Background: an optimization exercise with open tools, aiming at small area. Do not read the settings as production practice.
Function was checked by simulation only, so behaviour that the tests miss may differ from the original.
Power figures rest on the tool's default switching activity, not on a simulated workload.

**flow/design.v**
```verilog
package fir_pkg;
  localparam int C_W_DEFAULT   = 16;
  localparam int C_NUM_DEFAULT = 33;
  typedef logic signed [C_W_DEFAULT-1:0] coeff_t;
  typedef enum logic [1:0] {
    IDLE,
    LOAD,
    ARMED,
    DRAIN
  } cbc_state_t;
  function automatic integer idx_width(input integer n);
    idx_width = (n > 1) ? $clog2(n) : 1;
  endfunction
endpackage
module fir_coeff_bank #(
  parameter int C_W   = 16,
  parameter int C_NUM = 33
) (
  input  logic                 clock,
  input  logic                 reset,
  input  logic                 shift,    
  input  logic                 keep,     
  input  logic [C_W-1:0]       wr_data,
  input  logic                 load,     
  input  logic                 hold,     
  output logic [C_NUM*C_W-1:0] coeff_flat
);
  localparam int N = C_NUM * C_W;
  logic [N-1:0] shadow_q;
  logic [N-1:0] active_q;
  logic         ld, hd;
  assign ld = load & ~reset;
  assign hd = hold & ~reset;
  always_ff @(posedge clock) begin
    shadow_q <= ({N{shift}} & {wr_data, shadow_q[N-1:C_W]}) | ({N{keep}} & shadow_q);
    active_q <= ({N{ld}} & shadow_q) | ({N{hd}} & active_q);
  end
  assign coeff_flat = active_q;
endmodule
module fir_coeff_bank_ctrl #(
  parameter int C_W   = fir_pkg::C_W_DEFAULT,
  parameter int C_NUM = fir_pkg::C_NUM_DEFAULT,
  parameter int IDX_W = fir_pkg::idx_width(C_NUM)
) (
  input  logic                 clock,
  input  logic                 reset,
  input  logic                 cfg_valid,
  output logic                 cfg_ready,
  input  logic [C_W-1:0]       cfg_data,
  input  logic                 cfg_last,
  input  logic                 commit_req,
  input  logic                 sample_strobe,
  output logic [C_NUM*C_W-1:0] coeff_flat,
  output logic                 bank_sel,
  output logic                 armed,
  output logic                 swap_done,
  output logic                 err_len
);
  logic [IDX_W-1:0] index_q, index_d;
  logic             drain_q, drain_d;
  logic             armed_q, armed_d;
  logic             bank_sel_q, bank_sel_d;
  logic             commit_pend_q, commit_pend_d;
  logic             err_len_q, err_len_d;
  logic             swap_stage_q, swap_stage_d;
  logic             swap_done_q;
  logic             cfg_ready_q, cfg_ready_d;
  logic             cfg_busy_q;
  logic             swap_idle_q;
  logic             xfer;
  logic             in_load;
  logic             at_final;
  assign xfer     = cfg_valid && cfg_ready_q;
  assign in_load  = (index_q != '0);
  if ((C_NUM - 1) == (1 << (IDX_W - 1))) begin : g_final_top_bit
    assign at_final = index_q[IDX_W-1];
  end else begin : g_final_cmp
    assign at_final = (index_q == IDX_W'(C_NUM - 1));
  end
  always_comb begin
    index_d       = index_q;
    drain_d       = drain_q;
    armed_d       = armed_q;
    bank_sel_d    = bank_sel_q;
    commit_pend_d = commit_pend_q;
    err_len_d     = 1'b0;
    swap_stage_d  = 1'b0;
    if (armed_q) begin
      if (commit_req) commit_pend_d = 1'b1;
      if (sample_strobe && (commit_pend_q || commit_req)) begin
        bank_sel_d    = ~bank_sel_q;
        commit_pend_d = 1'b0;
        armed_d       = 1'b0;
        swap_stage_d  = 1'b1;
      end
    end else if (drain_q) begin
      if (xfer && cfg_last) drain_d = 1'b0;
    end else begin
      if (in_load && commit_req) commit_pend_d = 1'b1;
      if (xfer) begin
        index_d = '0;
        if (at_final && cfg_last) begin
          armed_d = 1'b1;
        end else if (at_final) begin
          drain_d   = 1'b1;
          err_len_d = 1'b1;
        end else if (cfg_last) begin
          err_len_d = 1'b1;
        end else begin
          index_d = index_q + 1'b1;
        end
      end
    end
    if (err_len_d) commit_pend_d = 1'b0;
    cfg_ready_d = ~armed_d;
  end
  always_ff @(posedge clock) begin
    if (reset) begin
      index_q       <= '0;
      drain_q       <= 1'b0;
      armed_q       <= 1'b0;
      bank_sel_q    <= 1'b0;
      commit_pend_q <= 1'b0;
      err_len_q     <= 1'b0;
      swap_stage_q  <= 1'b0;
      swap_done_q   <= 1'b0;
      cfg_ready_q   <= 1'b0;
      cfg_busy_q    <= 1'b1;
      swap_idle_q   <= 1'b1;
    end else begin
      index_q       <= index_d;
      drain_q       <= drain_d;
      armed_q       <= armed_d;
      bank_sel_q    <= bank_sel_d;
      commit_pend_q <= commit_pend_d;
      err_len_q     <= err_len_d;
      swap_stage_q  <= swap_stage_d;
      swap_done_q   <= swap_stage_q;
      cfg_ready_q   <= cfg_ready_d;
      cfg_busy_q    <= ~cfg_ready_d;
      swap_idle_q   <= ~swap_stage_d;
    end
  end
  fir_coeff_bank #(
    .C_W   (C_W),
    .C_NUM (C_NUM)
  ) u_bank (
    .clock      (clock),
    .reset      (reset),
    .shift      (xfer),
    .keep       (~cfg_valid | cfg_busy_q),
    .wr_data    (cfg_data),
    .load       (swap_stage_q),
    .hold       (swap_idle_q),
    .coeff_flat (coeff_flat)
  );
  assign cfg_ready = cfg_ready_q;
  assign bank_sel  = bank_sel_q;
  assign armed     = armed_q;
  assign swap_done = swap_done_q;
  assign err_len   = err_len_q;
endmodule
```
**flow/flow/run.sh**
```bash
#!/bin/bash
# Standard ORFS layout (the standard.sh, standard synthesis unchanged) with
# two changes: port buffers use the smallest buffer, and CTS builds larger
# sink clusters from clkbuf_8 without dummy loads.
set -e
cat >> config.mk <<'EOF'
export BUFFER_PORTS_ARGS = -buffer_cell sky130_fd_sc_hd__buf_1
export CTS_ARGS = -sink_clustering_enable -repair_clock_nets -dont_use_dummy_load -buf_list {sky130_fd_sc_hd__clkbuf_8} -sink_clustering_size 19 -sink_clustering_max_diameter 70
EOF
bash standard.sh > standard.log 2>&1
```
**flow/standard.sh**
```bash
#!/bin/bash
# synth_recipe.tcl (not shown) runs the flow's synth.tcl, then flattens the netlist and writes it again
# the make line also repeats each setting of config.mk as NAME=value (left out here)
make -C /OpenROAD-flow-scripts/flow DESIGN_CONFIG=/design/flow/config.mk WORK_HOME=/design/flow/orfs CLKGATE_MAP_FILE= SYNTH_SCRIPT=/design/flow/synth_recipe.tcl "${@:-finish}"
```
**flow/config.mk**
```make
export PLATFORM = sky130hd
export DESIGN_NAME = fir_coeff_bank_ctrl
export DESIGN_NICKNAME = fir_coeff_bank_ctrl
export VERILOG_FILES = /design/flow/design.v
export SDC_FILE = /design/flow/constraint.sdc
export NUM_CORES = 4
export LEC_CHECK = 0
export CAP_MARGIN = 20
export CORE_MARGIN = 2
export CORE_UTILIZATION = 80
export SLEW_MARGIN = 20
export BUFFER_PORTS_ARGS = -buffer_cell sky130_fd_sc_hd__buf_1
export CTS_ARGS = -sink_clustering_enable -repair_clock_nets -dont_use_dummy_load -buf_list {sky130_fd_sc_hd__clkbuf_8} -sink_clustering_size 19 -sink_clustering_max_diameter 70
```
**flow/constraint.sdc**
```tcl
create_clock -name core_clock -period 5.0 [get_ports {clock}]
set_input_delay 1.0000 -clock core_clock [delete_from_list [all_inputs] [get_ports {clock}]]
set_output_delay 1.0000 -clock core_clock [all_outputs]
set_load 0.01 [all_outputs]
```
==> results of run 1 <==
flip-flops by register name (all words and copies together) (netlist names):
signal           cells
swap_stage_q         1
u_bank.shadow_q    528
cfg_busy_q           1
cfg_ready_q          1
index_q              6
bank_sel_q           1
u_bank.active_q    528
commit_pend_q        1
swap_idle_q          1
swap_done_q          1
err_len_q            1
drain_q              1
armed_q              1
logic make-up (layout without fill, tap and decap cells):
family | count (synthesis) | in the layout
AO/OA/AOI/OAI | 1074 | 1074
flip-flops | 1072 | 1072
buffers and inverters | 245 | 654
AND/OR/NAND/NOR | 32 | 32
adder cells (fa/ha/maj) | 4 | 4
XOR/XNOR | 1 | 1
other | 0 | 4
through the flow:
step	power [uW]	utilization, %	setup WS, ns	cell area, um^2
3_5_place_dp	10200	86.3	1.90	34300
4_1_cts	13700	88.6	2.50	35200
6_report	13700	88.7	2.53	35200
2_1_floorplan	9950	-	2.79	32100
5_1_grt	14100	88.7	2.43	35200
3_3_place_gp	10200	86.3	2.01	34300
area by class of cell:
| type | count | area (um^2) | share of cell area, % |
|---|---|---|---|
| antenna | 4 | 10.0 | 0.0284 |
| clock buffer | 66 | 908 | 2.58 |
| inverter | 7 | 26.3 | 0.0746 |
| multi-input combinational | 1111 | 9640 | 27.4 |
| sequential | 1072 | 21500 | 60.9 |
| tap | 525 | 657 | 1.86 |
| timing repair buffer | 581 | 2520 | 7.15 |
routing by layer:
layer | vias up | global-route usage [%] | wire length [um]
met1 | 11600 | 51.9 | 33100
met2 | 1322 | 61.0 | 40100
met5 | - | 0 | 0
met4 | 0 | 19.5 | 4450
li1 | 10100 | - | -
met3 | 245 | 10.5 | 8630
worst max-delay path by stage:
stage	depth (start not counted)	slack [ns]	to
3_5_place_dp	4	1.90	u_bank.active_q[500]$_DFF_P_
2_1_floorplan	4	2.79	index_q[3]$_SDFFE_PP0P_
4_1_cts	1	2.50	armed
3_3_place_gp	4	2.01	u_bank.active_q[59]$_DFF_P_
6_report	1	2.53	armed
5_1_grt	4	2.43	u_bank.active_q[463]$_DFF_P_
worst reg2reg max path, stage by stage (launching register included):
cell and delay, ns:
dfxtp_1 0.33, nand2b_4 0.72, buf_12 0.58, a22o_1 0.53
cells in the final DEF (no fill, tap or decap), drive strengths merged, types with 2 or more instances in the layout:
cell type and n:
nor3 2, a21oi 8, nand3 6, ha 4
o21ai 2, dfxtp 1072, nand2 3, a311oi 2
nor2b 3, a22oi 2, a22o 1056, nand2b 4
inv 7, clkbuf 66, diode 4, buf 581
or4 3, nor2 3
power by group through the flow:
stage | registers [uW] | logic, uW | clock network [uW]
after CTS | 9400 | 648 | 3640
after global routing | 9460 | 712 | 3920
final | 9430 | 655 | 3630
after floorplan | 9400 | 547 | 0
after global placement | 9570 | 608 | 0
after detailed placement | 9580 | 639 | 0
==> run notes, run 1 <==
| Stage | Quantity | Reported |
| --- | --- | --- |
| clock tree | CTS Buffer Depth | 3 |
| timing | Minimum period implied by the final worst setup slack | 2.47 ns |
| worst setup path | Launch point of the worst path | armed_q$_SDFF_PP0_ |
| synth | Main synth FF type | dfxtp_1 |
| timing | Fin Setup TNS | 0 ns |
| min path | Start point of the worst min-delay path | commit_pend_q$_SDFFE_PP0P_ |
| worst setup path | Highest cell delay on the worst timing path | 0.51 ns |
| clock tree | Post-CTS Hold Buffers | 0 |
| global route | First-pass GRT wire length | 129,000 um |
| die | Total core area | 0.0397 mm^2 |
| finish | Fraction of final layout cells with drive strength greater than 1 | 3.49% |
| worst setup path | Highest-delay cell along the critical path | dfxtp_1 |
| power | Switching portion of total power | 23.4% |
| worst setup path | Path depth of the worst reg2reg path | 3 |
| worst setup path | Launch instance of the worst register-to-register path | cfg_busy_q$_SDFF_PP1_ |
| run status | Outcome | finished clean |
| drt | Count of vias placed by the detailed router | 23,300 |
| synth | Proportion of synthesized area in mux cells | 0% |
| min path | Class of the most critical hold timing path | reg -> reg |
| global route | Remaining Overflow, GRT | 0 |
| synth | Number of synthesized flops with an enable pin | 0 |
| finish | Count of placed standard cells in the final layout, fillers left out | 3,366 |
| timing | Final Setup Violations | 0 |
| drt | Vias per inst | 6.91 |
| synth | Synthesized Nets | 2,454 |
| power | Portion of total power attributed to the clock network | 26.5% |
| timing | Peak Freq | 0.404 GHz |
| clock tree | Cells resized by post-CTS repair | 0 |
| power | Comb power frac | 4.8% |
| worst setup path | Crit path capture type | primary output |
| worst setup path | Largest delay contributor family on the critical path | flip-flops |
| placement | Routability Congestion | 0.898 |
| synth | Library cell with the highest instance count after synthesis | dfxtp_1 |
| timing | Max-slew violation count | 0 |
| synth | Fraction of synthesized cell area taken by the top area cell type | 66.8% |
| clock tree | Clock transition at the registers of the reported paths | 0.11 ns |
| clock tree | H-tree depth reported by CTS | 3 |
| power | Leakage power | 0.0136 uW |
| flow run | Max cap viols | 0 |
| clock tree | TritonCTS buffer count | 66 |
| drt | Routed WL | 86,300 um |
| power | Net switching power of the design | 3210 uW |
| synth | Cell area after synthesis | 0.0321 mm^2 |
| die | Standard-cell rows | 73 |
| synth | Yosys warns | 2 |
| worst setup path | Highest net fanout along the worst path | 9 |
| global route | Number of antenna violations at the first check in global routing | 4 |
| global route | Via count of the first global-routing pass | 21,600 |
| synth | Yosys cell types | 31 |
| drt | Iteration count of the initial detailed-routing pass | 6 |
| finish | Signed area change from the synthesized netlist to the final layout | 9.57% |
| drt | Initial drt markers | 2,602 |
| global route | Overall Global Routing Usage | 39.5% |
| worst setup path | Critical path arrival | 1.47 ns |
| synth | Proportion of register bits with asynchronous set or reset after synthesis | 0% |
| timing | Slew of the pin with the lowest slew margin | 1.06 ns |
| placement | Total instance count after detailed placement | 3,295 |
| synth | Xor and xnor fraction of the mapped netlist area | 0.0272% |
| finish | Number of filler instances in the final layout | 1,789 |
| clock tree | Root Buffer | clkbuf_8 |
| worst setup path | Number of buffer and inverter instances along the worst setup path | 1 |
| timing | Worst max-slew margin expressed relative to the limit | 28.9% |
| global route | Largest net degree at the start of global routing | 187 |
| timing | Final Hold Vio Count | 0 |
| synth | Top post-synthesis cells by area | dfxtp_1 (67%), a22o_1 (29%), buf_2 (1.9%), clkbuf_1 (1.3%), ha_1 (0.16%) |
| synth | FF+latch count, synth | 1,072 |
| synth | Synth Area in Adders | 0.156% |
| synth | Main combinational cell family by area after synthesis | compound AO/OA/AOI/OAI gates |
| die | Horizontal die dimension | 204 um |
| power | Internal power | 10,500 uW |
| clock tree | CTS tree | yes |
| synth | Synth area leader | dfxtp_1 |
| synth | Number of standard cells after synthesis | 2,428 |
| clock tree | Clock latency on the worst-skew pair | 0.67 ns |
| power | Part of the total power dissipated in sequential elements | 68.7% |
| die | Die outline height | 204 um |
| drt | Final antenna-violating net count | 0 |
| placement | # port buffers | 554 |
| clock tree | Number of sinks handled by clock tree synthesis | 1,072 |
| finish | Total number of nets in the final design | 2,865 |
| power | Power density normalized to cell area | 389 mW/mm^2 |
| power | VDD IR-drop max | 0.000314 V |
| timing | Final period utilization | 49.5% |
| drt | Post-route DRC | 0 |
| timing | Setup repair after global routing missed its margin | false |
| synth | Syn Area/Cell | 13.2 um^2 |
| clock tree | Post-CTS Setup Repair Bufs | 0 |
| synth | Share of the synthesized area in compound gates (AO/OA/AOI/OAI) | 29.1% |
| min path | Min-Delay Path Depth | 2 |
| synth | Synth top cells by count | dfxtp_1 (1,072), a22o_1 (1,056), buf_2 (120) |
| die | IO Count | 555 |
| worst setup path | Required arrival time at the worst endpoint | 4.00 ns |
| timing | Worst hold slack | 0.476 ns |
| die | Initial cell density of the core | 80.9% |
| worst setup path | Series of cell instances along the critical path | buf_1 |
| synth | Post-Synth Simple-Gate Area | 0.607% |
| synth | Share of synthesized area occupied by flip-flops and latches | 66.8% |
| timing | Final Skew | 0.0551 ns |
| die | Full die area | 0.0418 mm^2 |
| worst setup path | Critical Path Source Type | flop |
| drt | Average wire per standard cell | 25.6 um |
| min path | Worst Hold Path EP | commit_pend_q$_SDFFE_PP0P_ |
| worst setup path | Flop-to-flop setup slack | 2.74 ns |
| worst setup path | Crit path kind | reg -> out |
| placement | HPWL after detailed placement | 55,900 um |
| worst setup path | Endpoint of the most critical register-to-register path | u_bank.shadow_q[520]$_DFF_P_ |
==> run 2, diff against run 1 <==
--- a/flow/design.v
+++ b/flow/design.v
@@ -100,3 +100,2 @@
       if (xfer) begin
-        index_d = '0;
         if (at_final && cfg_last) begin
@@ -108,4 +107,2 @@
           err_len_d = 1'b1;
-        end else begin
-          index_d = index_q + 1'b1;
         end
@@ -113,2 +110,3 @@
     end
+    if (xfer) index_d = cfg_last ? '0 : index_q + 1'b1;
     if (err_len_d) commit_pend_d = 1'b0;
==> run 2 against run 1 <==
Total power barely moved. Non-clock buffer count down 4. Clock skew decreased by 0.012 ns. Register-to-register slack improved by 0.12 ns. Final area decreased by 0.22%. Synthesized area up 1.4%. Count of clock-buffer cells in the layout unchanged. Flip-flop and latch count did not move. Still clean on timing, DRC and antenna. Routed wire length fell by 1.7%.
==> run notes, run 2 <==
| Stage | Quantity | Reported | Delta |
| --- | --- | --- | --- |
| run status | Outcome | finished clean | unchanged |
| worst setup path | Crit path kind | in -> reg | was reg -> out |
| flow run | Max cap viols | 0 | unchanged |
| timing | Fin Setup TNS | 0 ns | unchanged |
| worst setup path | Largest delay contributor family on the critical path | simple AND/OR/NAND/NOR gates | was flip-flops |
| synth | Yosys warns | 2 | unchanged |
| worst setup path | WP depth | 4 | was 1 |
| finish | Most common cell after layout, fill and taps aside | dfxtp_1 | unchanged |
| finish | Count of placed standard cells in the final layout, fillers left out | 3,357 | was 3,366 |
| worst setup path | Required arrival time at the worst endpoint | 5.59 ns | was 4.00 ns |
| clock tree | Cells resized by post-CTS repair | 0 | unchanged |
| synth | Main synth FF type | dfxtp_1 | unchanged |
| worst setup path | Critical path arrival | 2.99 ns | was 1.47 ns |
| worst setup path | Launch instance of the worst register-to-register path | cfg_busy_q$_SDFF_PP1_ | unchanged |
| finish | Post-Route Utilization | 87.8% | was 88.7% |
| timing | Final Setup Violations | 0 | unchanged |
| timing | Max-slew violation count | 0 | unchanged |
| finish | Fraction of final layout cells with drive strength greater than 1 | 3.40% | was 3.49% |
| min path | Start point of the worst min-delay path | u_bank.shadow_q[451]$_DFF_P_ | was commit_pend_q$_SDFFE_PP0P_ |
| drt | Count of vias placed by the detailed router | 22,900 | was 23,300 |
| timing | Final Skew | 0.0427 ns | was 0.0551 ns |
| die | Die outline height | 206 um | was 204 um |
| min path | Worst Hold Path EP | u_bank.shadow_q[435]$_DFF_P_ | was commit_pend_q$_SDFFE_PP0P_ |
| placement | HPWL after detailed placement | 56,000 um | was 55,900 um |
| placement | Post-place setup slack | 1.96 ns | was 1.90 ns |
| power | Net switching power of the design | 3190 uW | was 3210 uW |
| worst setup path | Endpoint of the most critical register-to-register path | u_bank.shadow_q[76]$_DFF_P_ | was u_bank.shadow_q[520]$_DFF_P_ |
| worst setup path | Critical Path Source Type | input port | was flop |
| timing | Minimum period implied by the final worst setup slack | 2.40 ns | was 2.47 ns |
| die | IO Count | 555 | unchanged |
| placement | Total instance count after detailed placement | 3,286 | was 3,295 |
| die | Initial cell density of the core | 81.5% | was 80.9% |
| power | VDD IR-drop max | 0.000303 V | was 0.000314 V |
| finish | Total number of nets in the final design | 2,855 | was 2,865 |
| timing | Setup repair after global routing missed its margin | false | unchanged |
| finish | Leading registers by flop count | u_bank.active_q (528), u_bank.shadow_q (528), index_q (6) | unchanged |
| global route | Global routing usage on met1 | 50.2% | was 51.9% |
| drt | Post-route DRC | 0 | unchanged |
| finish | Signed area change from the synthesized netlist to the final layout | 7.80% | was 9.57% |
| worst setup path | Crit path capture type | flop | was primary output |
| die | Full die area | 0.0424 mm^2 | was 0.0418 mm^2 |
| finish | Highest-count cells in the layout ignoring fill and taps | dfxtp_1 (1,072), a22o_1 (1,056), buf_1 (554) | unchanged |
| worst setup path | Path depth of the worst reg2reg path | 3 | unchanged |
| clock tree | Clock transition at the registers of the reported paths | 0.10 ns | was 0.11 ns |
| timing | Peak Freq | 0.416 GHz | was 0.404 GHz |
| power | Switching portion of total power | 23.3% | was 23.4% |
| worst setup path | Highest-delay cell along the critical path | nor2b_4 | was dfxtp_1 |
| drt | Vias per inst | 6.82 | was 6.91 |
| power | Part of the total power dissipated in sequential elements | 68.7% | about the same |
| die | Horizontal die dimension | 206 um | was 204 um |
| synth | Number of synthesized flops with an enable pin | 0 | unchanged |
| clock tree | TritonCTS buffer count | 66 | unchanged |
| synth | Yosys cell types | 34 | was 31 |
| synth | Library cell with the highest instance count after synthesis | dfxtp_1 | unchanged |
| power | Portion of total power attributed to the clock network | 26.5% | about the same |
| worst setup path | Highest cell delay on the worst timing path | 0.88 ns | was 0.51 ns |
| timing | Slew of the pin with the lowest slew margin | 1.03 ns | was 1.06 ns |
| timing | Worst hold slack | 0.471 ns | was 0.476 ns |
| synth | Proportion of register bits with asynchronous set or reset after synthesis | 0% | unchanged |
| worst setup path | Highest net fanout along the worst path | 51 | was 9 |
| drt | Final antenna-violating net count | 0 | unchanged |
| die | Standard-cell rows | 73 | unchanged |
| timing | Final Hold Vio Count | 0 | unchanged |
| min path | Min-Delay Path Depth | 1 | was 2 |
| synth | Cell area after synthesis | 0.0326 mm^2 | was 0.0321 mm^2 |
| global route | Largest net degree at the start of global routing | 189 | was 187 |
| worst setup path | Flop-to-flop setup slack | 2.86 ns | was 2.74 ns |
| synth | Synth area leader | dfxtp_1 | unchanged |
| synth | Synth top cells by count | dfxtp_1 (1,072), a22o_1 (1,056), buf_2 (113) | was dfxtp_1 (1,072), a22o_1 (1,056), buf_2 (120) |
| synth | Number of standard cells after synthesis | 2,422 | was 2,428 |
| power | Power density normalized to cell area | 390 mW/mm^2 | was 389 mW/mm^2 |
| clock tree | Root Buffer | clkbuf_8 | unchanged |
| drt | Average wire per standard cell | 25.3 um | was 25.6 um |
| synth | Top post-synthesis cells by area | dfxtp_1 (66%), a22o_1 (28%), buf_2 (1.7%), buf_6 (1.5%), buf_4 (1.1%) | was dfxtp_1 (67%), a22o_1 (29%), buf_2 (1.9%), clkbuf_1 (1.3%), ha_1 (0.16%) |
| clock tree | Number of sinks handled by clock tree synthesis | 1,072 | unchanged |
| timing | Post-route worst setup slack | 2.60 ns | was 2.53 ns |
| drt | Iteration count of the initial detailed-routing pass | 6 | unchanged |
| drt | Initial drt markers | 2,667 | was 2,602 |
| global route | Remaining Overflow, GRT | 0 | unchanged |
| global route | Met2 Track Usage GR | 59.8% | was 61.0% |
| clock tree | H-tree depth reported by CTS | 3 | unchanged |
| drt | Routed WL | 84,800 um | was 86,300 um |
| placement | Routability Congestion | 0.911 | was 0.898 |
| clock tree | Clock latency on the worst-skew pair | 0.65 ns | was 0.67 ns |
| worst setup path | Number of buffer and inverter instances along the worst setup path | 2 | was 1 |
| placement | # port buffers | 554 | unchanged |
| clock tree | Post-CTS Setup Repair Bufs | 0 | unchanged |
| global route | Via count of the first global-routing pass | 21,500 | was 21,600 |
| timing | Worst max-slew margin expressed relative to the limit | 31.1% | was 28.9% |
| clock tree | Post-CTS Hold Buffers | 0 | unchanged |
| global route | Busiest layer in global routing | met2 | unchanged |
| min path | Class of the most critical hold timing path | reg -> reg | unchanged |
| power | Leakage power | 0.0135 uW | was 0.0136 uW |
| synth | Share of synthesized area occupied by flip-flops and latches | 65.8% | was 66.8% |
| global route | Number of antenna violations at the first check in global routing | 3 | was 4 |
| synth | Fraction of synthesized cell area taken by the top area cell type | 65.8% | was 66.8% |
| clock tree | CTS tree | yes | unchanged |
| synth | Synthesized Nets | 2,448 | was 2,454 |
| timing | Final period utilization | 48.1% | was 49.5% |
| power | Comb power frac | 4.8% | about the same |
| synth | FF+latch count, synth | 1,072 | unchanged |
| global route | First-pass GRT wire length | 127,000 um | was 129,000 um |
| die | Total core area | 0.0400 mm^2 | was 0.0397 mm^2 |
| synth | Syn Area/Cell | 13.5 um^2 | was 13.2 um^2 |
| clock tree | CTS Buffer Depth | 3 | unchanged |
| worst setup path | Series of cell instances along the critical path | buf_1 -> nor2b_4 -> buf_4 -> a22o_1 | was buf_1 |
| global route | Overall Global Routing Usage | 38.4% | was 39.5% |
| power | Internal power | 10,500 uW | about the same |
| global route | Met3 routing resource usage after global routing | 10.2% | was 10.5% |
run 2: cell type report:
class                   count  area, um^2
diodes                      5        12.5
repair buffers            577        2480
well taps                 525         657
multi-input cells        1106        9610
flip-flops and latches   1072       21500
clock buffers              66         908
fillers                  1920        4860
inverters                   6        22.5
run 2: stage by stage:
| step | instance area (um^2) | power [uW] |
|---|---|---|
| floorplan | 32600 | 9970 |
| global placement | 34200 | 10200 |
| detailed placement | 34200 | 10200 |
| CTS | 35100 | 13700 |
| global route | 35100 | 14100 |
| finish | 35100 | 13700 |
run 2: worst max path at each step:
stage | end | startpoint | slack, ns
3_3_place_gp | u_bank.active_q[326]$_DFF_P_ | reset | 1.92
4_1_cts | armed | armed_q$_SDFF_PP0_ | 2.58
6_report | u_bank.active_q[115]$_DFF_P_ | reset | 2.60
3_5_place_dp | u_bank.active_q[115]$_DFF_P_ | reset | 1.96
5_1_grt | u_bank.active_q[94]$_DFF_P_ | reset | 2.49
2_1_floorplan | u_bank.active_q[508]$_DFF_P_ | reset | 3.08
run 2: cells by family after synthesis:
group,Yosys count,share of synthesized area (%)
AND/OR/NAND/NOR,28,0.484
XOR/XNOR,3,0.0806
AO/OA/AOI/OAI,1071,28.7
adder cells (fa/ha/maj),4,0.154
buffers and inverters,244,4.79
flip-flops,1072,65.8
run 2: power groups by stage:
| stage | Sequential [uW] | Combinational, uW | Clock [uW] |
|---|---|---|---|
| 2_1_floorplan | 9400 | 569 | 0 |
| 3_3_place_gp | 9560 | 613 | 0 |
| 3_5_place_dp | 9580 | 646 | 0 |
| 4_1_cts | 9400 | 653 | 3620 |
| 5_1_grt | 9450 | 709 | 3940 |
| 6_report | 9420 | 658 | 3620 |
run 2: per-layer routing:
layer | up-vias | share of wire, % | routed length (um)
met5 | - | 0 | 0
li1 | 10100 | - | -
met4 | 0 | 5.0 | 4250
met3 | 209 | 9.7 | 8250
met1 | 11400 | 39 | 32900
met2 | 1189 | 46 | 39400
run 2: worst register-to-register path: cells and delay by family (launching register included):
family	cells	cell delay [ns]
and+or+nand+nor	1	0.79
AOI/OAI and AO/OA	1	0.28
DFF	1	0.35
buffers and inverters	1	0.65
==> run 3, diff against run 2 <==
--- a/flow/design.v
+++ b/flow/design.v
@@ -67,3 +67,2 @@
   logic             cfg_ready_q, cfg_ready_d;
-  logic             cfg_busy_q;
   logic             swap_idle_q;
@@ -125,3 +124,2 @@
       cfg_ready_q   <= 1'b0;
-      cfg_busy_q    <= 1'b1;
       swap_idle_q   <= 1'b1;
@@ -137,3 +135,2 @@
       cfg_ready_q   <= cfg_ready_d;
-      cfg_busy_q    <= ~cfg_ready_d;
       swap_idle_q   <= ~swap_stage_d;
@@ -148,3 +145,3 @@
     .shift      (xfer),
-    .keep       (~cfg_valid | cfg_busy_q),
+    .keep       (~cfg_valid | armed_q),
     .wr_data    (cfg_data),
==> run 3 against run 2 <==
Fmax fell by 1.5%. Highest routed layer unchanged. Critical endpoint is now armed. First-iteration DRC count fell by 5.5%. Still clean. Synthesized cell count fell by 0.17%.
==> run notes, run 3 <==
| Stage | Quantity | Reported | Delta |
| --- | --- | --- | --- |
| run status | Outcome | finished clean | unchanged |
| drt | Average wire per standard cell | 24.9 um | was 25.3 um |
| timing | Final Hold Vio Count | 0 | unchanged |
| die | Horizontal die dimension | 206 um | about the same |
| placement | Routability Congestion | 0.895 | was 0.911 |
| drt | Wire length on met1 | 32,600 um | was 32,900 um |
| synth | Main combinational cell family by area after synthesis | compound AO/OA/AOI/OAI gates | unchanged |
| timing | Final Skew | 0.0502 ns | was 0.0427 ns |
| synth | Synth top cells by count | dfxtp_1 (1,071), a22o_1 (1,056), buf_2 (131) | was dfxtp_1 (1,072), a22o_1 (1,056), buf_2 (113) |
| global route | First-pass GRT wire length | 124,000 um | was 127,000 um |
| die | Die outline height | 206 um | about the same |
| synth | Synth area leader | dfxtp_1 | unchanged |
| min path | Class of the most critical hold timing path | reg -> reg | unchanged |
| worst setup path | Series of cell instances along the critical path | buf_1 | was buf_1 -> nor2b_4 -> buf_4 -> a22o_1 |
| drt | Top routing layer used | met4 | unchanged |
| worst setup path | Critical Path Source Type | flop | was input port |
| timing | Max-slew violation count | 0 | unchanged |
| timing | Setup repair after global routing missed its margin | false | unchanged |
| drt | Iteration count of the initial detailed-routing pass | 5 | was 6 |
| synth | Cell area after synthesis | 0.0327 mm^2 | was 0.0326 mm^2 |
| finish | Total number of nets in the final design | 2,852 | was 2,855 |
| synth | Number of standard cells after synthesis | 2,418 | was 2,422 |
| synth | FF+latch count, synth | 1,071 | was 1,072 |
| clock tree | TritonCTS buffer count | 66 | unchanged |
| power | Power density normalized to cell area | 356 mW/mm^2 | was 390 mW/mm^2 |
| global route | Number of antenna violations at the first check in global routing | 5 | was 3 |
| timing | Fin Setup TNS | 0 ns | unchanged |
| drt | Post-route DRC | 0 | unchanged |
| synth | Xor and xnor fraction of the mapped netlist area | 0.0804% | was 0.0806% |
| min path | Min-Delay Path Depth | 1 | unchanged |
| die | Standard-cell rows | 74 | was 73 |
| synth | Synthesized Nets | 2,444 | was 2,448 |
| die | Total core area | 0.0406 mm^2 | was 0.0400 mm^2 |
| synth | Proportion of synthesized area in mux cells | 0% | unchanged |
| drt | Initial drt markers | 2,520 | was 2,667 |
| synth | Main synth FF type | dfxtp_1 | unchanged |
| power | VDD IR-drop max | 0.000286 V | was 0.000303 V |
| timing | Worst max-slew margin expressed relative to the limit | 35.6% | was 31.1% |
| finish | Most common cell after layout, fill and taps aside | dfxtp_1 | unchanged |
| clock tree | Post-CTS Hold Buffers | 0 | unchanged |
| timing | Final period utilization | 48.8% | was 48.1% |
| global route | Largest net degree at the start of global routing | 277 | was 189 |
| drt | Routed wire length on met3 | 8120 um | was 8250 um |
| clock tree | H-tree depth reported by CTS | 3 | unchanged |
| clock tree | Cells resized by post-CTS repair | 0 | unchanged |
| placement | # port buffers | 554 | unchanged |
| synth | Post-Synth Simple-Gate Area | 0.513% | was 0.484% |
| worst setup path | Endpoint of the most critical register-to-register path | u_bank.shadow_q[156]$_DFF_P_ | was u_bank.shadow_q[76]$_DFF_P_ |
| drt | Routed WL | 83,700 um | was 84,800 um |
| synth | Share of the synthesized area in compound gates (AO/OA/AOI/OAI) | 28.6% | was 28.7% |
| synth | Fraction of synthesized cell area taken by the top area cell type | 65.6% | was 65.8% |
| worst setup path | Highest-delay cell along the critical path | dfxtp_1 | was nor2b_4 |
| clock tree | Number of sinks handled by clock tree synthesis | 1,071 | was 1,072 |
| min path | Start point of the worst min-delay path | u_bank.shadow_q[460]$_DFF_P_ | was u_bank.shadow_q[451]$_DFF_P_ |
| synth | Proportion of register bits with asynchronous set or reset after synthesis | 0% | unchanged |
| timing | Slew of the pin with the lowest slew margin | 0.966 ns | was 1.03 ns |
| clock tree | CTS Buffer Depth | 3 | unchanged |
| clock tree | Clock latency on the worst-skew pair | 0.64 ns | was 0.65 ns |
| worst setup path | Highest cell delay on the worst timing path | 0.49 ns | was 0.88 ns |
| worst setup path | Largest delay contributor family on the critical path | flip-flops | was simple AND/OR/NAND/NOR gates |
| flow run | Max cap viols | 0 | unchanged |
| synth | Library cell with the highest instance count after synthesis | dfxtp_1 | unchanged |
| synth | Yosys cell types | 30 | was 34 |
| worst setup path | Path depth of the worst reg2reg path | 3 | unchanged |
| global route | Via count of the first global-routing pass | 20,900 | was 21,500 |
| drt | Count of vias placed by the detailed router | 22,700 | was 22,900 |
| die | IO Count | 555 | unchanged |
| finish | Leading registers by flop count | u_bank.active_q (528), u_bank.shadow_q (528), index_q (6) | unchanged |
| global route | Overall Global Routing Usage | 37.5% | was 38.4% |
| finish | Fraction of final layout cells with drive strength greater than 1 | 3.54% | was 3.40% |
| placement | Post-place setup slack | 2.07 ns | was 1.96 ns |
| worst setup path | Number of buffer and inverter instances along the worst setup path | 1 | was 2 |
| worst setup path | Required arrival time at the worst endpoint | 4.00 ns | was 5.59 ns |
| finish | Signed area change from the synthesized netlist to the final layout | 7.36% | was 7.80% |
| worst setup path | Crit path kind | reg -> out | was in -> reg |
| global route | Remaining Overflow, GRT | 0 | unchanged |
| placement | HPWL after detailed placement | 55,100 um | was 56,000 um |
| worst setup path | Critical path arrival | 1.44 ns | was 2.99 ns |
| clock tree | Clock transition at the registers of the reported paths | 0.11 ns | was 0.10 ns |
| timing | Final Setup Violations | 0 | unchanged |
| clock tree | Root Buffer | clkbuf_8 | unchanged |
| timing | Minimum period implied by the final worst setup slack | 2.44 ns | was 2.40 ns |
| worst setup path | Flop-to-flop setup slack | 2.68 ns | was 2.86 ns |
| synth | Share of synthesized area occupied by flip-flops and latches | 65.6% | was 65.8% |
| die | Full die area | 0.0425 mm^2 | was 0.0424 mm^2 |
| die | Initial cell density of the core | 80.6% | was 81.5% |
| timing | Peak Freq | 0.410 GHz | was 0.416 GHz |
| synth | Top post-synthesis cells by area | dfxtp_1 (66%), a22o_1 (28%), buf_2 (2.0%), buf_6 (2.0%), buf_4 (1.1%) | was dfxtp_1 (66%), a22o_1 (28%), buf_2 (1.7%), buf_6 (1.5%), buf_4 (1.1%) |
| synth | Syn Area/Cell | 13.5 um^2 | about the same |
| power | Leakage power | 0.0134 uW | was 0.0135 uW |
| min path | Worst Hold Path EP | u_bank.active_q[460]$_DFF_P_ | was u_bank.shadow_q[435]$_DFF_P_ |
| worst setup path | Highest net fanout along the worst path | 8 | was 51 |
| worst setup path | Launch instance of the worst register-to-register path | armed_q$_SDFF_PP0_ | was cfg_busy_q$_SDFF_PP1_ |
| synth | Number of synthesized flops with an enable pin | 0 | unchanged |
| drt | Detail Route met2 WL | 38,500 um | was 39,400 um |
| worst setup path | Crit path capture type | primary output | was flop |
| drt | Vias per inst | 6.77 | was 6.82 |
| synth | Synth Area in Adders | 0.153% | was 0.154% |
| clock tree | CTS tree | yes | unchanged |
| synth | Yosys warns | 2 | unchanged |
| timing | Post-route worst setup slack | 2.56 ns | was 2.60 ns |
| clock tree | Post-CTS Setup Repair Bufs | 0 | unchanged |
| finish | Highest-count cells in the layout ignoring fill and taps | dfxtp_1 (1,071), a22o_1 (1,056), buf_1 (554) | was dfxtp_1 (1,072), a22o_1 (1,056), buf_1 (554) |
| drt | Final antenna-violating net count | 0 | unchanged |
## run 3: cell count changes after synthesis, sizes merged, moves of 2 or more
| cell | previous run | this run |
|---|---|---|
| a21oi | 5 | 7 |
| a31oi | 2 | 0 |
| buf | 203 | 234 |
| clkbuf | 35 | 3 |
| nor3 | 2 | 0 |
| nor4 | 1 | 3 |
## run 3: where the power goes
group | total [uW] | switching [uW] | internal (uW)
clock network | 3620 | 2420 | 1200
logic | 287 | 227 | 60.3
registers | 8600 | 39.7 | 8560
total | 12500 | 2680 | 9820
## run 3: final cells by class
| class | instances | area [um^2] |
|---|---|---|
| diodes | 5 | 12.5 |
| multi-input cells | 1105 | 9610 |
| inverters | 5 | 18.8 |
| repair buffers | 577 | 2450 |
| fillers | 2086 | 5450 |
| clock buffers | 66 | 908 |
| flip-flops and latches | 1071 | 21400 |
| well taps | 532 | 666 |
## run 3: stage by stage
| stage | power, uW | instances | cell area, um^2 | utilization (%) | hold slack [ns] |
|---|---|---|---|---|---|
| after CTS | 12500 | 3355 | 35100 | 86.5 | 0.459 |
| after global placement | 9070 | 3289 | 34200 | 84.2 | 0.452 |
| after detailed placement | 9070 | 3289 | 34200 | 84.2 | 0.458 |
| after global routing | 12800 | 3360 | 35100 | 86.5 | 0.482 |
| final | 12500 | 3361 | 35100 | 86.6 | 0.465 |
| after floorplan | 9050 | 2418 | 32700 | - | 0.443 |
## run 3: kinds of logic after synthesis
family | Yosys count
xor+xnor | 3
flops | 1071
compound gates | 1070
fa+ha+maj | 4
simple gates | 28
buf+inv | 242
## run 3: worst max-delay path by stage
stage                        from                           end  slack [ns]  cells after the start
2_1_floorplan               reset  u_bank.active_q[507]$_DFF_P_        3.05                      6
3_3_place_gp                reset   u_bank.active_q[63]$_DFF_P_        2.15                      5
3_5_place_dp                reset    u_bank.active_q[3]$_DFF_P_        2.07                      5
4_1_cts        armed_q$_SDFF_PP0_                         armed        2.55                      1
5_1_grt        armed_q$_SDFF_PP0_                         armed        2.48                      1
6_report       armed_q$_SDFF_PP0_                         armed        2.56                      1
## run 3: per-layer routing
layer  GRT usage (%)  up-vias
li1                -    10100
met1            49.5    11200
met2            57.2     1201
met3            9.78      213
met4            19.3        0
met5               0        -
==> run 4, diff against run 3 <==
--- a/flow/flow/run.sh
+++ b/flow/flow/run.sh
@@ -7,3 +7,3 @@
 export BUFFER_PORTS_ARGS = -buffer_cell sky130_fd_sc_hd__buf_1
-export CTS_ARGS = -sink_clustering_enable -repair_clock_nets -dont_use_dummy_load -buf_list {sky130_fd_sc_hd__clkbuf_8} -sink_clustering_size 19 -sink_clustering_max_diameter 70
+export CTS_ARGS = -sink_clustering_enable -repair_clock_nets -dont_use_dummy_load -buf_list {sky130_fd_sc_hd__clkbuf_8} -sink_clustering_size 20 -sink_clustering_max_diameter 60
 EOF
--- a/flow/config.mk
+++ b/flow/config.mk
@@ -12,2 +12,2 @@
 export BUFFER_PORTS_ARGS = -buffer_cell sky130_fd_sc_hd__buf_1
-export CTS_ARGS = -sink_clustering_enable -repair_clock_nets -dont_use_dummy_load -buf_list {sky130_fd_sc_hd__clkbuf_8} -sink_clustering_size 19 -sink_clustering_max_diameter 70
+export CTS_ARGS = -sink_clustering_enable -repair_clock_nets -dont_use_dummy_load -buf_list {sky130_fd_sc_hd__clkbuf_8} -sink_clustering_size 20 -sink_clustering_max_diameter 60
==> run 4 against run 3 <==
Still clean on timing, DRC and antenna. Synthesized cell count stayed put. Clock skew is 0.015 ns lower. Setup slack worse by 0.060 ns. Count of clock-buffer cells in the layout is 7 lower. Total power is 1.3% lower. Via count hardly changed. Sequential power hardly changed. Die area stayed put. Highest routed layer unchanged.
==> run notes, run 4 <==
| Stage | Quantity | Reported | Delta |
| --- | --- | --- | --- |
| run status | Outcome | finished clean | unchanged |
| synth | Cell area after synthesis | 0.0327 mm^2 | unchanged |
| finish | Count of placed standard cells in the final layout, fillers left out | 3,354 | was 3,361 |
| timing | Slew of the pin with the lowest slew margin | 0.969 ns | was 0.966 ns |
| die | Die outline height | 206 um | unchanged |
| clock tree | Post-CTS Hold Buffers | 0 | unchanged |
| drt | Vias per inst | 6.78 | was 6.77 |
| clock tree | Cells resized by post-CTS repair | 0 | unchanged |
| global route | Via count of the first global-routing pass | 20,600 | was 20,900 |
| clock tree | H-tree depth reported by CTS | 2 | was 3 |
| synth | Share of synthesized area occupied by flip-flops and latches | 65.6% | unchanged |
| timing | Minimum period implied by the final worst setup slack | 2.50 ns | was 2.44 ns |
| global route | Remaining Overflow, GRT | 0 | unchanged |
| drt | Routed WL | 83,200 um | was 83,700 um |
| worst setup path | Crit path capture type | primary output | unchanged |
| worst setup path | Series of cell instances along the critical path | buf_1 | unchanged |
| timing | Final period utilization | 50.0% | was 48.8% |
| worst setup path | Launch instance of the worst register-to-register path | armed_q$_SDFF_PP0_ | unchanged |
| global route | Overall Global Routing Usage | 37.0% | was 37.5% |
| finish | Most common cell after layout, fill and taps aside | dfxtp_1 | unchanged |
| worst setup path | Crit path kind | reg -> out | unchanged |
| timing | Final Skew | 0.0351 ns | was 0.0502 ns |
| global route | Met3 routing resource usage after global routing | 9.38% | was 9.78% |
| global route | Number of antenna violations at the first check in global routing | 5 | unchanged |
| worst setup path | Flop-to-flop setup slack | 2.68 ns | about the same |
| flow run | Max cap viols | 0 | unchanged |
| drt | Initial drt markers | 2,491 | was 2,520 |
| clock tree | Root Buffer | clkbuf_8 | unchanged |
| drt | Iteration count of the initial detailed-routing pass | 7 | was 5 |
| synth | Synth area leader | dfxtp_1 | unchanged |
| synth | Synth top cells by count | dfxtp_1 (1,071), a22o_1 (1,056), buf_2 (131) | unchanged |
| drt | Post-route DRC | 0 | unchanged |
| clock tree | Post-CTS Setup Repair Bufs | 0 | unchanged |
| power | VDD IR-drop max | 0.000342 V | was 0.000286 V |
| timing | Worst max-slew margin expressed relative to the limit | 35.4% | was 35.6% |
| synth | Number of synthesized flops with an enable pin | 0 | unchanged |
| worst setup path | Endpoint of the most critical register-to-register path | u_bank.shadow_q[138]$_DFF_P_ | was u_bank.shadow_q[156]$_DFF_P_ |
| min path | Worst Hold Path EP | u_bank.shadow_q[527]$_DFF_P_ | was u_bank.active_q[460]$_DFF_P_ |
| synth | Yosys cell types | 30 | unchanged |
| clock tree | CTS tree | yes | unchanged |
| finish | Leading registers by flop count | u_bank.active_q (528), u_bank.shadow_q (528), index_q (6) | unchanged |
| synth | FF+latch count, synth | 1,071 | unchanged |
| drt | Average wire per standard cell | 24.8 um | was 24.9 um |
| worst setup path | Largest delay contributor family on the critical path | flip-flops | unchanged |
| worst setup path | Critical Path Source Type | flop | unchanged |
| synth | Yosys warns | 2 | unchanged |
| die | Standard-cell rows | 74 | unchanged |
| clock tree | Clock transition at the registers of the reported paths | 0.12 ns | was 0.11 ns |
| placement | Routability Congestion | 0.895 | unchanged |
| synth | Synthesized Nets | 2,444 | unchanged |
| global route | Met2 Track Usage GR | 56.6% | was 57.2% |
| drt | Count of vias placed by the detailed router | 22,700 | about the same |
| global route | Busiest layer in global routing | met2 | unchanged |
| die | Initial cell density of the core | 80.6% | unchanged |
| synth | Syn Area/Cell | 13.5 um^2 | unchanged |
| synth | Fraction of synthesized cell area taken by the top area cell type | 65.6% | unchanged |
| timing | Max-slew violation count | 0 | unchanged |
| worst setup path | Number of buffer and inverter instances along the worst setup path | 1 | unchanged |
| die | Horizontal die dimension | 206 um | unchanged |
| timing | Worst hold slack | 0.489 ns | was 0.465 ns |
| clock tree | Number of sinks handled by clock tree synthesis | 1,071 | unchanged |
| min path | Class of the most critical hold timing path | in -> reg | was reg -> reg |
| timing | Fin Setup TNS | 0 ns | unchanged |
| timing | Setup repair after global routing missed its margin | false | unchanged |
| finish | Total number of nets in the final design | 2,845 | was 2,852 |
| finish | Fraction of final layout cells with drive strength greater than 1 | 3.30% | was 3.54% |
| synth | Number of standard cells after synthesis | 2,418 | unchanged |
| power | Power density normalized to cell area | 353 mW/mm^2 | was 356 mW/mm^2 |
| worst setup path | Highest net fanout along the worst path | 8 | unchanged |
| global route | Largest net degree at the start of global routing | 277 | unchanged |
| clock tree | CTS Buffer Depth | 3 | unchanged |
| synth | Main synth FF type | dfxtp_1 | unchanged |
| worst setup path | Required arrival time at the worst endpoint | 4.00 ns | about the same |
| synth | Library cell with the highest instance count after synthesis | dfxtp_1 | unchanged |
| die | IO Count | 555 | unchanged |
| placement | # port buffers | 554 | unchanged |
| placement | HPWL after detailed placement | 55,100 um | unchanged |
| global route | First-pass GRT wire length | 123,000 um | was 124,000 um |
| die | Total core area | 0.0406 mm^2 | unchanged |
| timing | Final Hold Vio Count | 0 | unchanged |
| finish | Highest-count cells in the layout ignoring fill and taps | dfxtp_1 (1,071), a22o_1 (1,056), buf_1 (554) | unchanged |
| min path | Start point of the worst min-delay path | cfg_data[15] | was u_bank.shadow_q[460]$_DFF_P_ |
| drt | Final antenna-violating net count | 0 | unchanged |
| timing | Final Setup Violations | 0 | unchanged |
| timing | Peak Freq | 0.400 GHz | was 0.410 GHz |
| worst setup path | Highest cell delay on the worst timing path | 0.51 ns | was 0.49 ns |
| synth | Proportion of register bits with asynchronous set or reset after synthesis | 0% | unchanged |
| clock tree | Clock latency on the worst-skew pair | 0.71 ns | was 0.64 ns |
| worst setup path | WP depth | 1 | unchanged |
| min path | Min-Delay Path Depth | 2 | was 1 |
| die | Full die area | 0.0425 mm^2 | unchanged |
| power | Leakage power | 0.0133 uW | was 0.0134 uW |
| placement | Total instance count after detailed placement | 3,289 | unchanged |
| finish | Signed area change from the synthesized netlist to the final layout | 7.06% | was 7.36% |
| worst setup path | Path depth of the worst reg2reg path | 3 | unchanged |
| synth | Top post-synthesis cells by area | dfxtp_1 (66%), a22o_1 (28%), buf_2 (2.0%), buf_6 (2.0%), buf_4 (1.1%) | unchanged |
| worst setup path | Critical path arrival | 1.50 ns | was 1.44 ns |
| clock tree | TritonCTS buffer count | 59 | was 66 |
| global route | Global routing usage on met1 | 49.3% | was 49.5% |
| worst setup path | Highest-delay cell along the critical path | dfxtp_1 | unchanged |
run 4: cells by family after synthesis:
family,after synthesis,synth area share [%]
flops,1071,65.6
compound gates,1070,28.6
buf+inv,242,5.12
simple gates,28,0.513
fa+ha+maj,4,0.153
xor+xnor,3,0.0804
run 4: how the worst max path moves through the flow:
stage | start | endpoint
after floorplan | reset | u_bank.active_q[507]$_DFF_P_
after global placement | reset | u_bank.active_q[63]$_DFF_P_
after detailed placement | reset | u_bank.active_q[3]$_DFF_P_
after CTS | armed_q$_SDFF_PP0_ | armed
after global routing | armed_q$_SDFF_PP0_ | armed
final | armed_q$_SDFF_PP0_ | armed
run 4: per-stage QoR:
| step | util (%) | power, uW | setup slack [ns] | area (um^2) |
|---|---|---|---|---|
| floorplan | - | 9050 | 3.05 | 32700 |
| global placement | 84.2 | 9070 | 2.15 | 34200 |
| detailed placement | 84.2 | 9070 | 2.07 | 34200 |
| CTS | 86.2 | 12300 | 2.52 | 35000 |
| global route | 86.3 | 12700 | 2.44 | 35000 |
| finish | 86.3 | 12300 | 2.50 | 35000 |
run 4: area by class of cell:
| cell class | count | area (um^2) |
|---|---|---|
| sequential | 1071 | 21400 |
| multi-input combinational | 1105 | 9610 |
| fill | 2108 | 5550 |
| timing repair buffer | 577 | 2450 |
| clock buffer | 59 | 812 |
| tap | 532 | 666 |
| inverter | 5 | 18.8 |
| antenna | 5 | 12.5 |
run 4: report_power, final:
group / internal (uW) / total [uW] / switching, uW
Combinational: 60.4 / 289 / 228
Clock: 1060 / 3460 / 2390
Sequential: 8560 / 8600 / 39.3
Total: 9690 / 12300 / 2660
run 4: per-layer routing:
metal  part of all wire (%)  vias to the layer above
met4                    5.2                        0
met2                     46                     1086
met3                    9.4                      212
li1                       -                    10100
met5                      0                        -
met1                     39                    11400
==> run 5, diff against run 4 <==
--- a/flow/design.v
+++ b/flow/design.v
@@ -67,2 +67,3 @@
   logic             cfg_ready_q, cfg_ready_d;
+  logic             cfg_busy_q;
   logic             swap_idle_q;
@@ -99,2 +100,3 @@
       if (xfer) begin
+        index_d = '0;
         if (at_final && cfg_last) begin
@@ -106,2 +108,4 @@
           err_len_d = 1'b1;
+        end else begin
+          index_d = index_q + 1'b1;
         end
@@ -109,3 +113,2 @@
     end
-    if (xfer) index_d = cfg_last ? '0 : index_q + 1'b1;
     if (err_len_d) commit_pend_d = 1'b0;
@@ -124,2 +127,3 @@
       cfg_ready_q   <= 1'b0;
+      cfg_busy_q    <= 1'b1;
       swap_idle_q   <= 1'b1;
@@ -135,2 +139,3 @@
       cfg_ready_q   <= cfg_ready_d;
+      cfg_busy_q    <= ~cfg_ready_d;
       swap_idle_q   <= ~swap_stage_d;
@@ -145,3 +150,3 @@
     .shift      (xfer),
-    .keep       (~cfg_valid | armed_q),
+    .keep       (~cfg_valid | cfg_busy_q),
     .wr_data    (cfg_data),
==> run 5 against run 4 <==
Final cell count is 0.12% higher. Non-clock buffer count is 4 higher. Flip-flop and latch count is 1 higher. Sequential share of layout area is 0.17 points lower. Clock power hardly changed. Synthesized cell count is 0.41% higher. Via count is 1.9% higher. First-iteration DRC count is 4.0% higher. Largest cell class unchanged.
==> run notes, run 5 <==
| Stage | Quantity | Reported | Delta |
| --- | --- | --- | --- |
| synth | FF+latch count, synth | 1,072 | was 1,071 |
| worst setup path | Highest cell delay on the worst timing path | 0.51 ns | about the same |
| clock tree | CTS Buffer Depth | 3 | unchanged |
| worst setup path | Flop-to-flop setup slack | 2.72 ns | was 2.68 ns |
| synth | Synth top cells by count | dfxtp_1 (1,072), a22o_1 (1,056), buf_2 (120) | was dfxtp_1 (1,071), a22o_1 (1,056), buf_2 (131) |
| finish | Post-route standard cell area excluding fillers | 0.0351 mm^2 | was 0.0350 mm^2 |
| timing | Minimum period implied by the final worst setup slack | 2.50 ns | about the same |
| drt | Vias per inst | 6.90 | was 6.78 |
| finish | Leading registers by flop count | u_bank.active_q (528), u_bank.shadow_q (528), index_q (6) | unchanged |
| clock tree | CTS tree | yes | unchanged |
| finish | Number of filler instances in the final layout | 1,842 | was 2,108 |
| min path | Worst Hold Path EP | commit_pend_q$_SDFFE_PP0P_ | was u_bank.shadow_q[527]$_DFF_P_ |
| finish | Footprint of the multi-input gates | 0.00964 mm^2 | was 0.00961 mm^2 |
| global route | Number of antenna violations at the first check in global routing | 3 | was 5 |
| synth | Library cell with the highest instance count after synthesis | dfxtp_1 | unchanged |
| worst setup path | Largest delay contributor family on the critical path | flip-flops | unchanged |
| power | Portion of total power attributed to the clock network | 25.7% | was 28.0% |
| worst setup path | Crit path capture type | primary output | unchanged |
| drt | Count of vias placed by the detailed router | 23,200 | was 22,700 |
| timing | Slew of the pin with the lowest slew margin | 1.07 ns | was 0.969 ns |
| finish | Fraction of final layout cells with drive strength greater than 1 | 3.25% | was 3.30% |
| finish | Total number of nets in the final design | 2,858 | was 2,845 |
| run status | Outcome | finished clean | unchanged |
| die | Horizontal die dimension | 204 um | was 206 um |
| placement | HPWL after detailed placement | 55,900 um | was 55,100 um |
| timing | Final Hold Vio Count | 0 | unchanged |
| power | Internal power | 10,400 uW | was 9690 uW |
| synth | Proportion of synthesized area in mux cells | 0% | unchanged |
| drt | Post-route DRC | 0 | unchanged |
| synth | Fraction of synthesized cell area taken by the top area cell type | 66.8% | was 65.6% |
| timing | Final Skew | 0.0322 ns | was 0.0351 ns |
| die | Standard-cell rows | 73 | was 74 |
| timing | Worst hold slack | 0.477 ns | was 0.489 ns |
| worst setup path | Series of cell instances along the critical path | buf_1 | unchanged |
| placement | Post-place setup slack | 1.90 ns | was 2.07 ns |
| worst setup path | Critical path arrival | 1.50 ns | about the same |
| global route | First-pass GRT wire length | 128,000 um | was 123,000 um |
| power | VDD IR-drop max | 0.000329 V | was 0.000342 V |
| finish | Highest-count cells in the layout ignoring fill and taps | dfxtp_1 (1,072), a22o_1 (1,056), buf_1 (554) | was dfxtp_1 (1,071), a22o_1 (1,056), buf_1 (554) |
| synth | Share of synthesized area occupied by flip-flops and latches | 66.8% | was 65.6% |
| synth | Proportion of register bits with asynchronous set or reset after synthesis | 0% | unchanged |
| synth | Yosys cell types | 31 | was 30 |
| power | Leakage power | 0.0135 uW | was 0.0133 uW |
| worst setup path | Required arrival time at the worst endpoint | 4.00 ns | about the same |
| power | Power consumption | 13,600 uW | was 12,300 uW |
| timing | Post-route worst setup slack | 2.50 ns | about the same |
| die | IO Count | 555 | unchanged |
| synth | Synth area leader | dfxtp_1 | unchanged |
| finish | Area of all sequential standard cells | 0.0215 mm^2 | was 0.0214 mm^2 |
| global route | Via count of the first global-routing pass | 21,500 | was 20,600 |
| die | Total core area | 0.0397 mm^2 | was 0.0406 mm^2 |
| clock tree | H-tree depth reported by CTS | 2 | unchanged |
| worst setup path | Highest-delay cell along the critical path | dfxtp_1 | unchanged |
| power | Net switching power of the design | 3210 uW | was 2660 uW |
| timing | Final period utilization | 50.0% | about the same |
| drt | Routed WL | 85,900 um | was 83,200 um |
| clock tree | TritonCTS buffer count | 59 | unchanged |
| worst setup path | Launch instance of the worst register-to-register path | cfg_busy_q$_SDFF_PP1_ | was armed_q$_SDFF_PP0_ |
| clock tree | Number of sinks handled by clock tree synthesis | 1,072 | was 1,071 |
| min path | Start point of the worst min-delay path | commit_pend_q$_SDFFE_PP0P_ | was cfg_data[15] |
| worst setup path | Path depth of the worst reg2reg path | 3 | unchanged |
| clock tree | Root Buffer | clkbuf_8 | unchanged |
| synth | Post-Synth Simple-Gate Area | 0.607% | was 0.513% |
| die | Initial cell density of the core | 80.9% | was 80.6% |
| worst setup path | Endpoint of the most critical register-to-register path | u_bank.shadow_q[455]$_DFF_P_ | was u_bank.shadow_q[138]$_DFF_P_ |
| synth | Syn Area/Cell | 13.2 um^2 | was 13.5 um^2 |
| synth | Top post-synthesis cells by area | dfxtp_1 (67%), a22o_1 (29%), buf_2 (1.9%), clkbuf_1 (1.3%), ha_1 (0.16%) | was dfxtp_1 (66%), a22o_1 (28%), buf_2 (2.0%), buf_6 (2.0%), buf_4 (1.1%) |
| drt | Average wire per standard cell | 25.6 um | was 24.8 um |
| synth | Xor and xnor fraction of the mapped netlist area | 0.0272% | was 0.0804% |
| worst setup path | Number of buffer and inverter instances along the worst setup path | 1 | unchanged |
| placement | # port buffers | 554 | unchanged |
| die | Full die area | 0.0418 mm^2 | was 0.0425 mm^2 |
| synth | Synth Area in Adders | 0.156% | was 0.153% |
| drt | Initial drt markers | 2,590 | was 2,491 |
| synth | Number of synthesized flops with an enable pin | 0 | unchanged |
| finish | Most common cell after layout, fill and taps aside | dfxtp_1 | unchanged |
| finish | Signed area change from the synthesized netlist to the final layout | 9.29% | was 7.06% |
| timing | Setup repair after global routing missed its margin | false | unchanged |
| synth | Main combinational cell family by area after synthesis | compound AO/OA/AOI/OAI gates | unchanged |
| power | Comb power frac | 4.8% | was 2.3% |
| min path | Min-Delay Path Depth | 2 | unchanged |
| drt | Iteration count of the initial detailed-routing pass | 6 | was 7 |
| synth | Yosys warns | 2 | unchanged |
| drt | Final antenna-violating net count | 0 | unchanged |
| global route | Overall Global Routing Usage | 39.1% | was 37.0% |
| synth | Number of standard cells after synthesis | 2,428 | was 2,418 |
| clock tree | Clock latency on the worst-skew pair | 0.73 ns | was 0.71 ns |
| placement | Routability Congestion | 0.898 | was 0.895 |
| worst setup path | Critical Path Source Type | flop | unchanged |
| timing | Peak Freq | 0.400 GHz | about the same |
| power | Power density normalized to cell area | 386 mW/mm^2 | was 353 mW/mm^2 |
| clock tree | Clock transition at the registers of the reported paths | 0.12 ns | about the same |
| global route | Largest net degree at the start of global routing | 187 | was 277 |
| placement | Dpl cell area | 0.0343 mm^2 | was 0.0342 mm^2 |
| worst setup path | Crit path kind | reg -> out | unchanged |
| worst setup path | Highest net fanout along the worst path | 9 | was 8 |
| timing | Final Setup Violations | 0 | unchanged |
| clock tree | Post-CTS Hold Buffers | 0 | unchanged |
| synth | Cell area after synthesis | 0.0321 mm^2 | was 0.0327 mm^2 |
| synth | Main synth FF type | dfxtp_1 | unchanged |
| clock tree | Cells resized by post-CTS repair | 0 | unchanged |
| power | Part of the total power dissipated in sequential elements | 69.4% | was 69.7% |
| flow run | Max cap viols | 0 | unchanged |
| timing | Worst max-slew margin expressed relative to the limit | 28.7% | was 35.4% |
| clock tree | Post-CTS Setup Repair Bufs | 0 | unchanged |
| power | Switching portion of total power | 23.6% | was 21.6% |
| min path | Class of the most critical hold timing path | reg -> reg | was in -> reg |
| timing | Fin Setup TNS | 0 ns | unchanged |
| timing | Max-slew violation count | 0 | unchanged |
| global route | Remaining Overflow, GRT | 0 | unchanged |
| synth | Synthesized Nets | 2,454 | was 2,444 |
| die | Die outline height | 204 um | was 206 um |
| synth | Share of the synthesized area in compound gates (AO/OA/AOI/OAI) | 29.1% | was 28.6% |
[run 5: kinds of logic (layout without fill, tap and decap cells)]
logic type	Yosys count	after routing
AOI/OAI and AO/OA	1074	1074
and+or+nand+nor	32	32
xor gates and xnor gates	1	1
buffers and inverters	245	647
other	0	3
adders and majority gates	4	4
DFF	1072	1072
[run 5: how the worst max path moves through the flow]
| stage | start | endpoint | slack, ns | depth (start not counted) |
|---|---|---|---|---|
| global placement | reset | u_bank.active_q[59]$_DFF_P_ | 2.01 | 4 |
| global route | armed_q$_SDFF_PP0_ | armed | 2.45 | 1 |
| detailed placement | reset | u_bank.active_q[500]$_DFF_P_ | 1.90 | 4 |
| finish | armed_q$_SDFF_PP0_ | armed | 2.50 | 1 |
| CTS | armed_q$_SDFF_PP0_ | armed | 2.48 | 1 |
| floorplan | cfg_last | index_q[3]$_SDFFE_PP0P_ | 2.79 | 4 |
[run 5: stage by stage]
step,instances,utilization [%]
2_1_floorplan,2428,-
3_3_place_gp,3295,86.3
3_5_place_dp,3295,86.3
4_1_cts,3354,88.3
5_1_grt,3358,88.4
6_report,3358,88.4
[run 5: area by class of cell]
class                   count  share of cell area [%]
inverters                   7                  0.0748
diodes                      3                  0.0214
repair buffers            581                    7.19
flip-flops and latches   1072                    61.1
well taps                 525                    1.87
multi-input cells        1111                    27.4
clock buffers              59                    2.31
[run 5: power by group through the flow]
stage / clock (uW) / sequential, uW / combinational, uW
floorplan: 0 / 9400 / 547
global placement: 0 / 9570 / 608
detailed placement: 0 / 9580 / 639
CTS: 3470 / 9400 / 647
global route: 3780 / 9460 / 713
finish: 3490 / 9430 / 657
[run 5: metal layers]
layer / share of wire [%] / global-route usage [%]
met1: 39 / 51.3
met2: 46 / 60.9
met3: 10 / 11.4
met4: 4.7 / 17.0
met5: 0 / 0

re-timing with driven ports:
Ports are ideal in the flow. The routed layouts listed here were re-timed in OpenROAD.
Step 1: set_driving_cell puts a clkbuf_16 on clock and a buf_2 on each other input, an assumption about the parent block.
Step 2, shift: input delay + t, output delay - t, t = (earliest + latest rising clock arrival at the registers) / 2. This alone moves slack from input paths to output paths.
Three values: ideal ports, drivers, drivers and shift; two values: the first two.
| run | t (ns) | slack for setup (ns) | hold WS [ns] | worst data-port slew with drivers (ns) |
|---|---|---|---|---|
| run 1 | 0.702 | 2.525 / 2.468 / 1.828 | 0.476 / 0.476 / 0.476 | 0.09 |
| run 2 | 0.689 | 2.597 / 2.547 / 1.898 | 0.471 / 0.471 / 0.471 | 0.09 |
| run 3 | 0.680 | 2.561 / 2.507 / 1.917 | 0.465 / 0.465 / 0.465 | 0.15 |
| run 4 | 0.745 | 2.502 / 2.447 / 1.937 | 0.489 / 0.470 / 0.489 | 0.13 |
| run 5 | 0.760 | 2.502 / 2.449 / 1.833 | 0.477 / 0.470 / 0.477 | 0.09 |
After both steps setup and hold are still met in every run listed. The setup slack of run 2, which loses most, moves by -0.050 ns with the drivers and by -0.699 ns with both steps.
